This is an optimization exercise on Yosys and OpenROAD, whose aim is a short achievable clock period and few clock cycles, not a production implementation. The RTL was checked by simulation tests, not by an equivalence proof against the original design. Power figures rest on the tool's default switching activity, not on a simulated workload.

==> flow/run.sh <==
#!/bin/bash
# synth_recipe.tcl (not shown) runs the flow's synth.tcl, then flattens the netlist and writes it again
# the make line also repeats each setting of config.mk as NAME=value (left out here)
make -C /OpenROAD-flow-scripts/flow DESIGN_CONFIG=/design/flow/config.mk WORK_HOME=/design/flow/orfs CLKGATE_MAP_FILE= SYNTH_SCRIPT=/design/flow/synth_recipe.tcl finish
==> flow/config.mk <==
export PLATFORM = sky130hd
export DESIGN_NAME = tfacc_memif
export DESIGN_NICKNAME = tfacc_memif
export VERILOG_FILES = /design/flow/design.v
export SDC_FILE = /design/flow/constraint.sdc
export NUM_CORES = 4
export LEC_CHECK = 0
export CAP_MARGIN = 20
export CORE_MARGIN = 2
export CORE_UTILIZATION = 60
export SETUP_SLACK_MARGIN = 3.0
export SLEW_MARGIN = 20
==> flow/constraint.sdc <==
create_clock -name core_clock -period 5.5 [get_ports {cclk}]
set_input_delay 1.1000 -clock core_clock [delete_from_list [all_inputs] [get_ports {cclk}]]
set_output_delay 1.1000 -clock core_clock [all_outputs]
set_load 0.01 [all_outputs]
==> flow/design.v <==
`default_nettype none
package memif_pkg;
  typedef logic [31:0] u32_t;        
  typedef logic [63:0] u64_t;        
  typedef logic [39:0] axi_addr_t;   
  localparam u32_t       REG_BLOCK = 32'hffff0180;
  localparam u32_t       REG_MASK  = 32'hffffffe0;   
  localparam logic [2:0] REG_CTRL  = 3'd0;           
  localparam logic [2:0] REG_BASE  = 3'd1;           
  localparam int         CLR_BIT   = 24;             
  localparam int         BEAT_BYTES = 8;
  localparam int         BURST_LEN  = 4;             
  localparam int         LINE_BYTES = 32;
  localparam logic [7:0] ARLEN_VAL  = 8'(BURST_LEN - 1);
  typedef enum logic [1:0] {
    bs_idle,    
    bs_addr,    
    bs_data     
  } burst_state_t;
  typedef enum logic [1:0] {
    cs_idle,    
    cs_lookup,  
    cs_fill     
  } cache_state_t;
endpackage
`default_nettype wire
`timescale 1ns/1ps
`default_nettype none
import memif_pkg::*;
module memif_regs (
  input  wire        cclk,
  input  wire        reset,
  input  wire [31:0] adr,    
  input  wire [3:0]  we,     
  input  wire        re,
  input  wire [31:0] dw,
  output logic [31:0] dr,
  output logic       rdy,
  output logic [31:0] base,   
  output logic       clr     
);
  logic       cs;     
  logic [2:0] sel;    
  assign cs  = (adr & REG_MASK) == REG_BLOCK;
  assign sel = adr[4:2];
  assign clr = cs && (sel == REG_CTRL) && we[3] && dw[CLR_BIT];
  always_ff @(posedge cclk) begin
    if (reset) begin
      base <= '0;
    end else if (cs && (sel == REG_BASE)) begin
      for (int i = 0; i < 4; i++) begin
        if (we[i]) base[8*i +: 8] <= dw[8*i +: 8];   
      end
    end
  end
  always_ff @(posedge cclk) begin
    if (reset) begin
      rdy <= 1'b0;
    end else begin
      rdy <= re | (|we);   
    end
  end
  always_ff @(posedge cclk) begin
    if (re && cs && (sel == REG_BASE)) begin
      dr <= base;
    end else begin
      dr <= '0;          
    end
  end
endmodule
`default_nettype wire
`timescale 1ns/1ps
`default_nettype none
import memif_pkg::*;
module rd_cache (
  input  wire         cclk,
  input  wire         reset,
  input  wire  [31:0] c_adr,          
  input  wire         c_re,
  output logic        c_rdy,
  output logic [31:0] c_dr,
  input  wire  [31:0] base,
  input  wire         clr,            
  output logic [39:0] araddr,         
  output logic [7:0]  arlen,
  output logic        arvalid,
  input  wire         arready,
  input  wire  [63:0] rdata,          
  input  wire         rlast,
  input  wire         rvalid,
  output logic        rready
);
  localparam int NK = 8;
  logic [NK-1:0] valid;               
  logic [23:0]   tag_mem  [NK];
  logic [3:0]    bv       [NK];       
  logic [63:0]   data_mem [NK][4];
  logic [1:0]    f_v;
  logic [1:0]    f_live;              
  logic [2:0]    f_idx [2];
  logic [1:0]    f_cnt;               
  logic          st_beat;             
  logic          want_hi;             
  logic [31:0]   r_adr;
  logic [32:0]   ar_q;                
  logic          rdy_q;
  logic [31:0]   dr_q;
  assign arlen  = ARLEN_VAL;
  assign rready = 1'b1;               
  assign araddr = {7'd0, ar_q};
  assign c_rdy  = rdy_q;
  assign c_dr   = dr_q;
  wire beat_in = rvalid && f_v[0];
  wire pop     = beat_in && (f_cnt == 2'd3);
  wire push    = arvalid && arready;
  wire [2:0] r_idx = r_adr[7:5];
  wire [1:0] r_k   = r_adr[4:3];
  logic      miss_q;
  wire [1:0] kill    = {miss_q && (f_idx[1] == r_idx), miss_q && (f_idx[0] == r_idx)};
  wire [1:0] lv      = f_live & ~kill;
  wire       beat_wr = beat_in && f_live[0];
  logic at_q;
  wire want = st_beat && !miss_q && at_q;
  wire take = want && rvalid;         
  wire        accept = c_re;
  wire [2:0]  q_idx = c_adr[7:5];
  wire [1:0]  q_k   = c_adr[4:3];
  wire        q_w   = c_adr[2];
  logic [NK-1:0] q_sel, q_eq, q_hit, q_now, q_rdyl;
  always_comb begin
    for (int i = 0; i < NK; i++) begin
      q_sel[i]  = (q_idx == 3'(i));
      q_eq[i]   = valid[i] && (tag_mem[i] == c_adr[31:8]);
      q_hit[i]  = q_sel[i] && q_eq[i];
      q_now[i]  = beat_wr && (f_idx[0] == 3'(i)) && (f_cnt == q_k);
      q_rdyl[i] = q_hit[i] && (bv[i][q_k] || q_now[i]);
    end
  end
  wire        q_tagm = |q_hit;
  wire        q_rdy  = |q_rdyl;
  logic [31:0] q_line_w;
  always_comb begin
    q_line_w = '0;
    for (int i = 0; i < NK; i++)
      for (int j = 0; j < 4; j++)
        for (int h = 0; h < 2; h++)
          if (c_adr[7:2] == 6'(8 * i + 2 * j + h))
            q_line_w = q_line_w | data_mem[i][j][32*h +: 32];
  end
  wire        q_nowb = beat_wr && (f_idx[0] == q_idx) && (f_cnt == q_k);
  wire        bypass = take || q_nowb;
  wire        by_hi  = take ? want_hi : q_w;
  logic [1:0] n_fv, n_live;
  logic [2:0] n_f0, n_f1;
  always_comb begin
    n_fv = f_v; n_live = lv; n_f0 = f_idx[0]; n_f1 = f_idx[1];
    if (pop) begin
      n_fv   = {1'b0, f_v[1]};
      n_live = {1'b0, lv[1]};
      n_f0   = f_idx[1];
    end
    if (push) begin
      if (!n_fv[0]) begin n_fv[0] = 1'b1; n_live[0] = 1'b1; n_f0 = r_idx; end
      else          begin n_fv[1] = 1'b1; n_live[1] = 1'b1; n_f1 = r_idx; end
    end
  end
  wire [1:0] n_cnt  = beat_in ? f_cnt + 2'd1 : f_cnt;
  wire [2:0] n_ridx = accept ? q_idx : r_idx;
  wire [1:0] n_rk   = accept ? q_k : r_k;
  always_ff @(posedge cclk) begin
    at_q <= n_fv[0] && n_live[0] && (n_f0 == n_ridx) && (n_cnt == n_rk);
    if (accept) r_adr   <= c_adr;
    if (accept) want_hi <= q_w;
    if (accept) ar_q <= {1'b0, base} + {1'b0, c_adr[31:5], 5'd0};
    dr_q <= bypass ? (by_hi ? rdata[63:32] : rdata[31:0]) : q_line_w;
  end
  always_ff @(posedge cclk) begin
    rdy_q   <= !reset && ((accept && q_rdy) || take);
    arvalid <= !reset && ((accept && !q_tagm) || (arvalid && !arready));
    miss_q  <= !reset && accept && !q_tagm;
    if (reset) begin
      st_beat  <= 1'b0;
      f_v      <= 2'b00;
      f_cnt    <= 2'd0;
    end else begin
      st_beat  <= accept ? !q_rdy : (st_beat && !take);
      f_v      <= n_fv;
      f_live   <= n_live;
      f_idx[0] <= n_f0;
      f_idx[1] <= n_f1;
      f_cnt    <= n_cnt;
    end
  end
  always_ff @(posedge cclk) begin
    for (int i = 0; i < NK; i++) begin
      for (int j = 0; j < 4; j++) begin
        if (beat_wr && f_idx[0] == 3'(i) && f_cnt == 2'(j)) begin
          data_mem[i][j] <= rdata;
          bv[i][j]       <= 1'b1;
        end
      end
    end
    if (miss_q) begin
      tag_mem[r_idx] <= r_adr[31:8];
      bv[r_idx]      <= 4'b0000;
    end
  end
  always_ff @(posedge cclk) begin
    if (reset || clr) begin
      valid <= '0;
    end else if (miss_q) begin
      valid[r_idx] <= 1'b1;
    end
  end
endmodule
`default_nettype wire
`timescale 1ns/1ps
`default_nettype none
import memif_pkg::*;
module tfacc_memif #(
  parameter int NK = 8             
) (
  input  wire         cclk,
  input  wire         reset,
  input  wire [31:0]  adr,         
  input  wire [3:0]   we,
  input  wire         re,
  input  wire [31:0]  dw,
  output logic [31:0] dr,
  output logic        rdy,
  input  wire [31:0]  c_adr,       
  input  wire         c_re,
  output logic        c_rdy,
  output logic [31:0] c_dr,
  output logic [39:0] araddr,      
  output logic [7:0]  arlen,
  output logic        arvalid,
  input  wire         arready,
  input  wire [63:0]  rdata,
  input  wire         rlast,
  input  wire         rvalid,
  output logic        rready
);
  logic [31:0] base;   
  logic        clr;    
  memif_regs u_regs (
    .cclk  (cclk),
    .reset (reset),
    .adr   (adr),
    .we    (we),
    .re    (re),
    .dw    (dw),
    .dr    (dr),
    .rdy   (rdy),
    .base  (base),
    .clr   (clr)
  );
  rd_cache u_cache (
    .cclk    (cclk),
    .reset   (reset),
    .c_adr   (c_adr),
    .c_re    (c_re),
    .c_rdy   (c_rdy),
    .c_dr    (c_dr),
    .base    (base),
    .clr     (clr),
    .araddr  (araddr),
    .arlen   (arlen),
    .arvalid (arvalid),
    .arready (arready),
    .rdata   (rdata),
    .rlast   (rlast),
    .rvalid  (rvalid),
    .rready  (rready)
  );
endmodule
`default_nettype wire
==> reports/metrics.cfg, run 1 <==
[layout]
fin_nets = 6267
fin_area_sq_um = 112000
final_util_pct = 74.3
instances_no_fill = 8293
drive_gt1_share_pct = 25.4
syn_to_final_growth_pct = 22.7

[global_routing]
grt_usage_pct = 45.3
grt-ovfl-total = 0
grt_pass1_wl_mm = 475
antenna_found_initial = 20
grt_pass1_vias = 56400
grt_max_degree = 66

[floorplan]
rows = 142
die_w_um = 393
dieHeight_um = 393
core_sq_um = 150000
start_util_pct = 60.6
io_pins = 287
die_area_sq_um = 155000

[logic_synthesis]
yosys-top-cells-area = edfxtp_1 (76%), a22oi_1 (7.3%), dfxtp_1 (3.2%)
synth_flop_cell = edfxtp_1
yosys.area.top_type = edfxtp_1
yosysMostFrequentCell = edfxtp_1
avgSynthCellArea_sq_um = 17.7
synth_cells = 5131
synth_warnings = 4
yosys-top-cells-count = edfxtp_1 (2311), a22oi_1 (890), nor2_1 (191)
synth-edff-count = 2311
ys_ff_latch = 2457
synth_cell_types = 83
synth-async-reset-ratio_pct = 0
yosysSeqAreaShare_pct = 79.5
synthDominantCellAreaShare_pct = 76.3
netlist_area_sq_um = 91000

[route]
wl_per_cell_um = 43.2
wirelength_mm = 358
num_vias = 61000
drt-vias-per-instance = 7.36
antenna_left = 0
drc_errors = 0
dr.pass1.iters = 6
drt_iter0_drc = 11900

[setup_path]
crit_chain = buf_16 > buf_6 > clkbuf_16 > or4_4 > nor2_4 > buf_12 > buf_12 > a22oi_1 > nand4_1 > nor3_2 > a32oi_1
cp-start-kind = input pin
cp-end-kind = flop
path_class = in -> reg
crit_top_cell = buf_12
critical_path.max_stage_delay_ns = 0.51
critPathMaxFanout = 9
cp.arrival_ns = 3.43
crit_slowest_cell = or4_4
worstPathRequired_ns = 6.28

[sta]
finalHoldViolations = 0
rsz0062_at_grt = true
min_period_ns = 2.66
fmax_mhz = 376
timing.hold.ws_ns = 0.454
fin_skew_ns = 0.0478
setup_viol = 0
setup_slack_ns = 2.84
min_period_over_period_pct = 48.3
relSlewSlack_pct = 26.0
slew_violations = 0
tns_ns = 0
worst_slew_pin_slew_ns = 1.11

[power]
power_mw = 38.2
ir_worst_vdd_mv = 0.321
leakagePower_nw = 37.5
power_density_nw_per_um2 = 342

[outcome]
status = complete, no violations

[placed_design]
gp_routability_congestion = 0.869
pre_cts_slack_ns = 0.556
numPlacedInstances = 7466
dp_hpwl_mm = 189
io_buffers = 265
postPlaceCellArea_sq_um = 99000

[hold_path]
min_path_type = reg -> reg

[clock_tree]
clock_sinks = 2457
clk_latency_ns = 0.89
root_buffer = clkbuf_16
clk_pin_slew_ns = 0.06
cts_tree = done
postCtsHoldBufs = 0
h-tree-depth = 4
numCtsBuffers = 231
clockBufferDepth = 3

[flow_run]
cap_violations = 0

-- cell families after synthesis --
| logic type | count (synthesis) | share of synthesized area (%) |
|---|---|---|
| mux | 82 | 1.01 |
| fa+ha+maj | 35 | 0.490 |
| compound gates | 1167 | 9.75 |
| flops | 2457 | 79.5 |
| xor+xnor | 230 | 2.21 |
| other cells | 2 | 0.00825 |
| simple gates | 854 | 5.15 |
| buf+inv | 304 | 1.90 |
-- flip-flops by register name (all words and copies together) (netlist names) --
| signal | cells |
|---|---|
| u_cache.arvalid | 1 |
| u_cache.tag_mem | 192 |
| u_cache.f_live | 2 |
| u_regs.base | 32 |
| u_cache.bv | 32 |
| u_cache.f_cnt | 2 |
| u_cache.f_v | 2 |
| u_cache.f_idx | 6 |
| u_cache.at_q | 1 |
| u_cache.rdy_q | 1 |
| u_cache.ar_q | 33 |
| u_cache.data_mem | 2048 |
| u_regs.rdy | 1 |
| u_cache.dr_q | 32 |
| u_cache.valid | 8 |
| u_cache.r_adr | 30 |
| u_regs.dr | 32 |
| u_cache.st_beat | 1 |
| u_cache.miss_q | 1 |
-- metal layers --
metal / GRT usage, % / wire length, um / share of wire [%]
met1: 60.9 / 118000 / 33
met2: 66.0 / 155000 / 43
met3: 14.8 / 60100 / 17
met4: 24.2 / 25100 / 7.0
met5: 0 / 192 / 0.054
-- cell type report --
cell class                      instances  area [sq um]
Sequential cell                      2457         72400
Fill cell                            9019         38500
Multi-Input combinational cell       2408         19500
Timing Repair Buffer                  940          9660
Clock buffer                          344          6570
Tap cell                             2016          2520
Clock inverter                         92           881
Inverter                               23          88.8
Antenna cell                           13          32.5
-- path summary, 6_finish.rpt --
check             depth (start not counted)                     startpoint                                 to  slack, ns
hold / removal                            0    u_regs.base[2]$_SDFFE_PP0P_          u_cache.ar_q[2]$_DFFE_PP_       0.45
hold reg to reg                           0    u_regs.base[2]$_SDFFE_PP0P_          u_cache.ar_q[2]$_DFFE_PP_       0.45
setup / recovery                         11                       c_adr[5]           u_cache.dr_q[27]$_DFF_P_       2.84
setup reg to reg                          5  u_cache.f_idx[0][2]$_DFFE_PN_  u_cache.data_mem[8][21]$_DFFE_PP_       2.88
-- cells in the final DEF, fill, tap and decap left out, drive strengths merged, types with 82 or more instances in the layout --
cell type / netlist / routed
clkbuf: 64 / 351
edfxtp: 2311 / 2311
buf: 217 / 833
a22oi: 890 / 890
nand3: 82 / 82
nor2: 208 / 209
dfxtp: 146 / 146
clkdlybuf4s50: 0 / 87
xor2: 149 / 149
nand2: 94 / 94
nand4: 185 / 185
-- what timing repair did --
action | in CTS | in global routing
buffers inserted | 252 | 96
gates cloned | 26 | 4
setup endpoints to repair | 2244 | 564
pin swaps | 139 | 105
resized for setup | 816 | 155
-- where the power goes --
group	internal [mW]	switching (mW)
combinational	0.584	1.01
sequential	20.6	0.141
clock	8.85	6.96
total	30.0	8.12
-- worst max-delay path: cells and delay by family --
kind / cells / cell delay [ns]
buffers and inverters: 5 / 0.80
AND/OR/NAND/NOR: 4 / 1.12
AO/OA/AOI/OAI: 2 / 0.38
Testbench counts, summed over its fixed seeds: cycles 130,732.
==> run 2: changes to the inputs <==
--- a/flow/config.mk
+++ b/flow/config.mk
@@ -8,5 +8,5 @@
 export CAP_MARGIN = 20
 export CORE_MARGIN = 2
-export CORE_UTILIZATION = 60
+export CORE_UTILIZATION = 55
 export SETUP_SLACK_MARGIN = 3.0
 export SLEW_MARGIN = 20
==> run 2 against run 1 <==
  * Sequential share of layout area shrank 0.40 points
  * Fmax shrank 0.82%
  * Via count is essentially flat
  * Sequential power is essentially flat
  * Critical endpoint is now araddr[11]
==> reports/metrics.cfg, run 2 <==
[outcome]
status = complete, no violations

[logic_synthesis]
yosys.area.top_type = edfxtp_1
synth_cells = 5131
yosys-top-cells-count = edfxtp_1 (2311), a22oi_1 (890), nor2_1 (191)
synth_cell_types = 83
ys_ff_latch = 2457
yosysMostFrequentCell = edfxtp_1
synth_flop_cell = edfxtp_1
synthDominantCellAreaShare_pct = 76.3
synth-edff-count = 2311
netlist_area_sq_um = 91000
avgSynthCellArea_sq_um = 17.7
yosys-top-cells-area = edfxtp_1 (76%), a22oi_1 (7.3%), dfxtp_1 (3.2%)
synth-async-reset-ratio_pct = 0
synth_warnings = 4
yosysSeqAreaShare_pct = 79.5

[sta]
fmax_mhz = 373
setup_viol = 0
worst_slew_pin_slew_ns = 1.11
tns_ns = 0
rsz0062_at_grt = true
finalHoldViolations = 0
min_period_over_period_pct = 48.7
fin_skew_ns = 0.0622
min_period_ns = 2.68
slew_violations = 0
relSlewSlack_pct = 25.9

[setup_path]
critical_path.max_stage_delay_ns = 0.49
rr_endpoint = u_cache.data_mem[4][56]$_DFFE_PP_
cp-start-kind = flop
crit_slowest_cell = edfxtp_1
path_buf_inv = 1
path_class = reg -> out
critPathMaxFanout = 1
r2r_slack_ns = 2.97
r2r_cells = 4
critPathCapture = araddr[11]
cp-end-kind = output pin
worstPathRequired_ns = 4.40
cp.depth = 1
r2r-start = u_cache.f_cnt[0]$_SDFF_PP0_
critPathTopFamily = flip-flops
crit_chain = buf_2
crit_start = u_cache.ar_q[11]$_DFFE_PP_
cp.arrival_ns = 1.58

[floorplan]
die_w_um = 411
rows = 149
die_area_sq_um = 169000
dieHeight_um = 411
io_pins = 287
start_util_pct = 55.3
core_sq_um = 165000

[route]
drt-vias-per-instance = 7.16
wirelength_mm = 367
drt_iter0_drc = 12200
dr.pass1.iters = 10
num_vias = 61000
antenna_left = 0
wl_per_cell_um = 43.1
drc_errors = 0

[layout]
top_regs = u_cache.data_mem (2048), u_cache.tag_mem (192), u_cache.ar_q (33)
fin_nets = 6307
final_cell_mix = edfxtp_1 (2311), a22oi_1 (820), buf_4 (452)
largest_register_ffs = 2048
final_common_cell = edfxtp_1
syn_to_final_growth_pct = 23.4
regMostFlops = u_cache.data_mem
drive_gt1_share_pct = 25.4

[placed_design]
io_buffers = 265
dp_hpwl_mm = 193
gp_routability_congestion = 0.856

[power]
switching_power_mw = 8.27
p_sw_share_pct = 21.5
p_comb_share_pct = 4.3
p_int_mw = 30.1
p_seq_share_pct = 54.0
power_density_nw_per_um2 = 342
ir_worst_vdd_mv = 0.353
leakagePower_nw = 37.7
clkPwrFrac_pct = 41.7
power_mw = 38.4

[clock_tree]
numCtsBuffers = 237
root_buffer = clkbuf_16
clk_latency_ns = 0.91
clk_pin_slew_ns = 0.07
h-tree-depth = 4
clockBufferDepth = 3
clock_sinks = 2457
cts_tree = done

[global_routing]
antenna_found_initial = 25
grt_usage_pct = 42.5
grt_pass1_wl_mm = 480
grt_max_degree = 53
grt-ovfl-total = 0
grt_pass1_vias = 55600

[flow_run]
cap_violations = 0

[hold_path]
min_path_type = reg -> reg

[run 2: cell counts after synthesis]
Identical to the previous run, type by type.
[run 2: cell type report]
| type | count | area, sq um |
|---|---|---|
| antenna | 16 | 40.0 |
| clock buffer | 335 | 6630 |
| clock inverter | 115 | 946 |
| fill | 10900 | 52300 |
| inverter | 23 | 88.8 |
| multi-input combinational | 2416 | 19500 |
| sequential | 2457 | 72400 |
| tap | 2189 | 2740 |
| timing repair buffer | 966 | 10000 |
[run 2: power groups by stage]
stage          Combinational, mW  Sequential, mW  Clock (mW)
2_1_floorplan              0.543            21.1           0
5_1_grt                     1.69            20.7        16.7
3_3_place_gp                1.41            21.1           0
3_5_place_dp                1.42            21.1           0
4_1_cts                     1.51            20.7        16.0
6_report                    1.64            20.7        16.0
[run 2: worst register-to-register path: stages (launching register included)]
cell and delay, ns:
dfxtp_1 0.40, inv_1 0.21, ha_2 0.54, and2_4 0.59, buf_6 0.44
[run 2: metrics by stage]
stage               hold WS (ns)  cells  util, %  cell area [sq um]  setup WS (ns)
global placement           0.432   7662     60.3              99300          0.552
floorplan                  0.422   5145        -              92500           2.44
detailed placement         0.437   7662     60.3              99300          0.603
CTS                        0.460   8394     67.1             110000           2.77
finish                     0.461   8517     68.2             112000           2.82
global route               0.467   8503     68.2             112000           2.79
[run 2: kinds of logic after synthesis]
group	after synthesis	synth area share, %
AND/OR/NAND/NOR	854	5.15
buffers and inverters	304	1.90
multiplexers	82	1.01
AO/OA/AOI/OAI	1167	9.75
adder cells (fa/ha/maj)	35	0.490
flip-flops	2457	79.5
other	2	0.00825
XOR/XNOR	230	2.21
[run 2: layer usage]
layer	wire length (um)	share of wire, %	GRT usage, %
met5	101	0.027	0
met4	22700	6.2	21.3
met3	56600	15	12.8
met2	159000	43	62.3
met1	129000	35	58.2
[run 2: repair_timing]
item / CTS / global route
cloned: 40 / 7
hold buffers: 0 / 0
gates resized for setup: 777 / 166
pin swaps: 104 / 91
buffers inserted: 242 / 100
endpoints found under the setup margin: 2185 / 469
[run 2: how the worst min path moves through the flow]
stage	end	depth (start not counted)	from	slack, ns
detailed placement	u_cache.ar_q[0]$_DFFE_PP_	0	u_regs.base[0]$_SDFFE_PP0P_	0.44
floorplan	u_cache.ar_q[0]$_DFFE_PP_	0	u_regs.base[0]$_SDFFE_PP0P_	0.42
global placement	u_cache.ar_q[1]$_DFFE_PP_	0	u_regs.base[1]$_SDFFE_PP0P_	0.43
global route	u_cache.r_adr[2]$_DFFE_PP_	1	c_adr[2]	0.47
finish	u_cache.ar_q[3]$_DFFE_PP_	0	u_regs.base[3]$_SDFFE_PP0P_	0.46
CTS	u_cache.ar_q[1]$_DFFE_PP_	0	u_regs.base[1]$_SDFFE_PP0P_	0.46

[what the ideal ports hide]
No port has a modelled driver above. Below, the same layouts with a new extraction and two added sets of constraints.
Step 1: set_driving_cell puts a clkbuf_16 on cclk and a buf_2 on each other input, an assumption about the parent block.
Step 2 moves the port delays by t, midway between the first and last clock arrival at a register: inputs arrive t later, outputs are due t later. That takes back most of the time a late clock gives input paths.
Slacks: ideal / step 1 / step 2; pairs: ideal / step 1.
run | t, ns | setup slack, ns | worst setup path at the end | worst data-port slew with drivers (ns) | pins driven straight from the clock port
run 1 | 0.951 | 2.842 / 2.782 / 1.913 | input to register | 0.21 | 1
run 2 | 0.971 | 2.820 / 2.729 / 1.792 | input to register | 0.31 | 1
After both steps every run listed still meets setup and hold. The setup slack of run 2, which loses most, moves by -0.091 ns with the drivers and by -1.028 ns with both steps.
